From an optimization exercise on the open Yosys and OpenROAD flow, aimed at small area and a short achievable clock period; shortcuts taken in it are not production practice. Function was checked by simulation only, so behaviour that the tests miss may differ from the original. Power figures rest on the tool's default switching activity, not on a simulated workload.

## fetch_predict
module fetch_predict
(
   input  logic        CLK,
   input  logic        nRST,
   input  logic        ihit,
   input  logic [31:0] imemload,
   input  logic        resolve_valid,
   input  logic        resolve_cond,
   input  logic        resolve_jump,
   input  logic        resolve_taken,
   input  logic        resolve_predicted,
   input  logic [31:0] resolve_pc,
   input  logic [31:0] resolve_target,
   output logic [31:0] imemaddr,
   output logic [31:0] fetch_instr,
   output logic [31:0] fetch_pc_plus_4,
   output logic        fetch_predicted,
   output logic        flush
);
   logic [3:0]  btb_valid;
   logic [27:0] btb_tag    [0:3];
   logic [31:0] btb_target [0:3];
   logic [1:0]  btb_state  [0:3];    
   logic [1:0]  fidx;
   logic        predict;
   logic [31:0] pc_plus_4;
   logic [3:0]  fhit;         
   assign fidx      = imemaddr[3:2];
   for (genvar g = 0; g < 4; g++)
   begin : g_fhit
      assign fhit[g] = (fidx == g) && btb_valid[g] && !btb_state[g][1] &&
                       (btb_tag[g] == imemaddr[31:4]);
   end
   assign predict   = |fhit;
   assign pc_plus_4 = imemaddr + 32'd4;
   logic        redirect;
   logic [31:0] redirect_addr;
   logic        fall_through;
   assign redirect     = resolve_valid && (resolve_jump || (resolve_cond && (resolve_taken != resolve_predicted)));
   assign fall_through = !resolve_jump && resolve_cond && !resolve_taken && resolve_predicted;
   assign redirect_addr = fall_through ? resolve_pc + 32'd4 : resolve_target;
   assign flush = redirect;
   logic [1:0]  ridx;
  ...
==> flow/config.mk <==
export PLATFORM = sky130hd
export DESIGN_NAME = fetch_predict
export DESIGN_NICKNAME = fetch_predict
export VERILOG_FILES = /design/flow/design.v
export SDC_FILE = /design/flow/constraint.sdc
export NUM_CORES = 4
export LEC_CHECK = 0
export CAP_MARGIN = 20
export CORE_MARGIN = 2
export CORE_UTILIZATION = 62
export CTS_CLUSTER_DIAMETER = 80
export CTS_CLUSTER_SIZE = 24
export SETUP_SLACK_MARGIN = 1.8
export SLEW_MARGIN = 20
==> flow/constraint.sdc <==
create_clock -name core_clock -period 4.3 [get_ports {CLK}]
set_input_delay 0.8600 -clock core_clock [delete_from_list [all_inputs] [get_ports {CLK}]]
set_output_delay 0.8600 -clock core_clock [all_outputs]
set_load 0.01 [all_outputs]
standard.sh (not shown) runs the stock make flow with config.mk's settings and CLKGATE_MAP_FILE= SYNTH_SCRIPT=/design/flow/synth_recipe.tcl, a recipe that flattens the netlist after the stock synthesis.
==> flow/flow/run.sh <==
#!/bin/bash
# Standard layout, with plain buf_2 cells as the port buffers instead of
# the delay buffers buffer_ports picks by default. Every port still gets
# its own buffer.
set -euo pipefail
export BUFFER_PORTS_ARGS="-buffer_cell sky130_fd_sc_hd__buf_2"
bash standard.sh > standard.log 2>&1
Edit:
SETUP_SLACK_MARGIN = 1.6   (was 1.8)
Sequential power climbs by about 2%.
Via count shrinks by 2.9%.
Non-clock buffer count went down by 60.
Worst hold slack gains 0.0034 ns.
Final cell count goes down by 3.2%.
Routed wire length came out lower by 8.8%.
Edit:
CTS_CLUSTER_DIAMETER = not set   (was 80)
CTS_CLUSTER_SIZE = not set   (was 24)
SETUP_SLACK_MARGIN = 1.8   (was 1.6)
Result:
- flip-flop and latch count does not change
- sequential power fell by about 2%
- routed wire length rose by 11%
- total power rose by 20%
- hold slack is better by 0.014 ns


## old
Another version of the RTL of fetch_predict (not shown whole).
Size in the first run: roughly 1200 cells after synthesis, ~350 flip-flops, roughly 200 I/O pins, roughly 17000 um2 of cells after synthesis.
Settings: LEC_CHECK=0, CAP_MARGIN=20, CORE_MARGIN=2, CORE_UTILIZATION=55, CTS_CLUSTER_DIAMETER=80, CTS_CLUSTER_SIZE=24, PLACE_DENSITY=0.7, SETUP_SLACK_MARGIN=1.8, SLEW_MARGIN=20; clock period 4.3 ns.
==> flow/flow/run.sh <==
#!/bin/bash
# Standard layout, with two changes to how it is made:
#  - plain buf_2 cells as the port buffers instead of the delay buffers
#    buffer_ports picks by default (every port still gets its own buffer);
#  - the resizer may swap a cell for any other size of the same function,
#    not only ones with the same footprint (placement is legalised after
#    every repair step).
set -euo pipefail
export BUFFER_PORTS_ARGS="-buffer_cell sky130_fd_sc_hd__buf_2"
bash standard.sh MATCH_CELL_FOOTPRINT=0 finish > standard.log 2>&1
old completed end to end with timing, DRC and antenna clean.
Here is what was changed in the inputs of new compared with old.
--- a/flow/config.mk
+++ b/flow/config.mk
@@ -13,2 +13 @@
-export PLACE_DENSITY = 0.7
-export SETUP_SLACK_MARGIN = 1.8
+export SETUP_SLACK_MARGIN = 1.9
==> comparison <==
new — global-route wire length before repair 1.5% lower, old as reference. Final standard cell count with taps included and fillers excluded is lower on old. When new is measured against old, its wire length turns out 2100 um higher. In the flow results for old and new, the post-layout utilization of the core is larger on new.

port drivers added, routing unchanged:
The results above use ideal ports. As a check the final layouts listed here were re-extracted and re-timed, cells and wires unchanged.
Step 1: set_driving_cell puts a clkbuf_16 on CLK and a buf_2 on each other input, an assumption about the parent block.
Step 2 adds t to the input delays and takes it off the output delays; t is the mean of the earliest and latest rising clock arrival at the registers after step 1. Input paths then give back, and output paths get back, about the clock's delay inside the block.
a / b / c = ideal ports / drivers / drivers and shift; a / b = the first two.
run	t, ns	setup slack, ns	hold slack, ns	latest minus earliest clock arrival (ns)	worst data-port slew with drivers (ns)
the first run of note 1	0.579	1.759 / 1.721 / 1.225	0.339 / 0.318 / 0.519	0.016 / 0.017	0.06
the second run of note 1	0.564	1.628 / 1.628 / 1.170	0.343 / 0.337 / 0.523	0.016 / 0.016	0.06
the third run of note 1	0.573	1.762 / 1.724 / 1.202	0.357 / 0.345 / 0.514	0.022 / 0.021	0.07
old	0.579	1.686 / 1.686 / 1.249	0.428 / 0.396 / 0.490	0.029 / 0.029	0.06
new	0.581	1.583 / 1.583 / 1.207	0.424 / 0.406 / 0.521	0.028 / 0.028	0.07
After both steps every run listed still meets setup and hold. For the third run of note 1, which loses most, drivers alone change the setup slack by -0.038 ns; drivers and shift together by -0.560 ns.
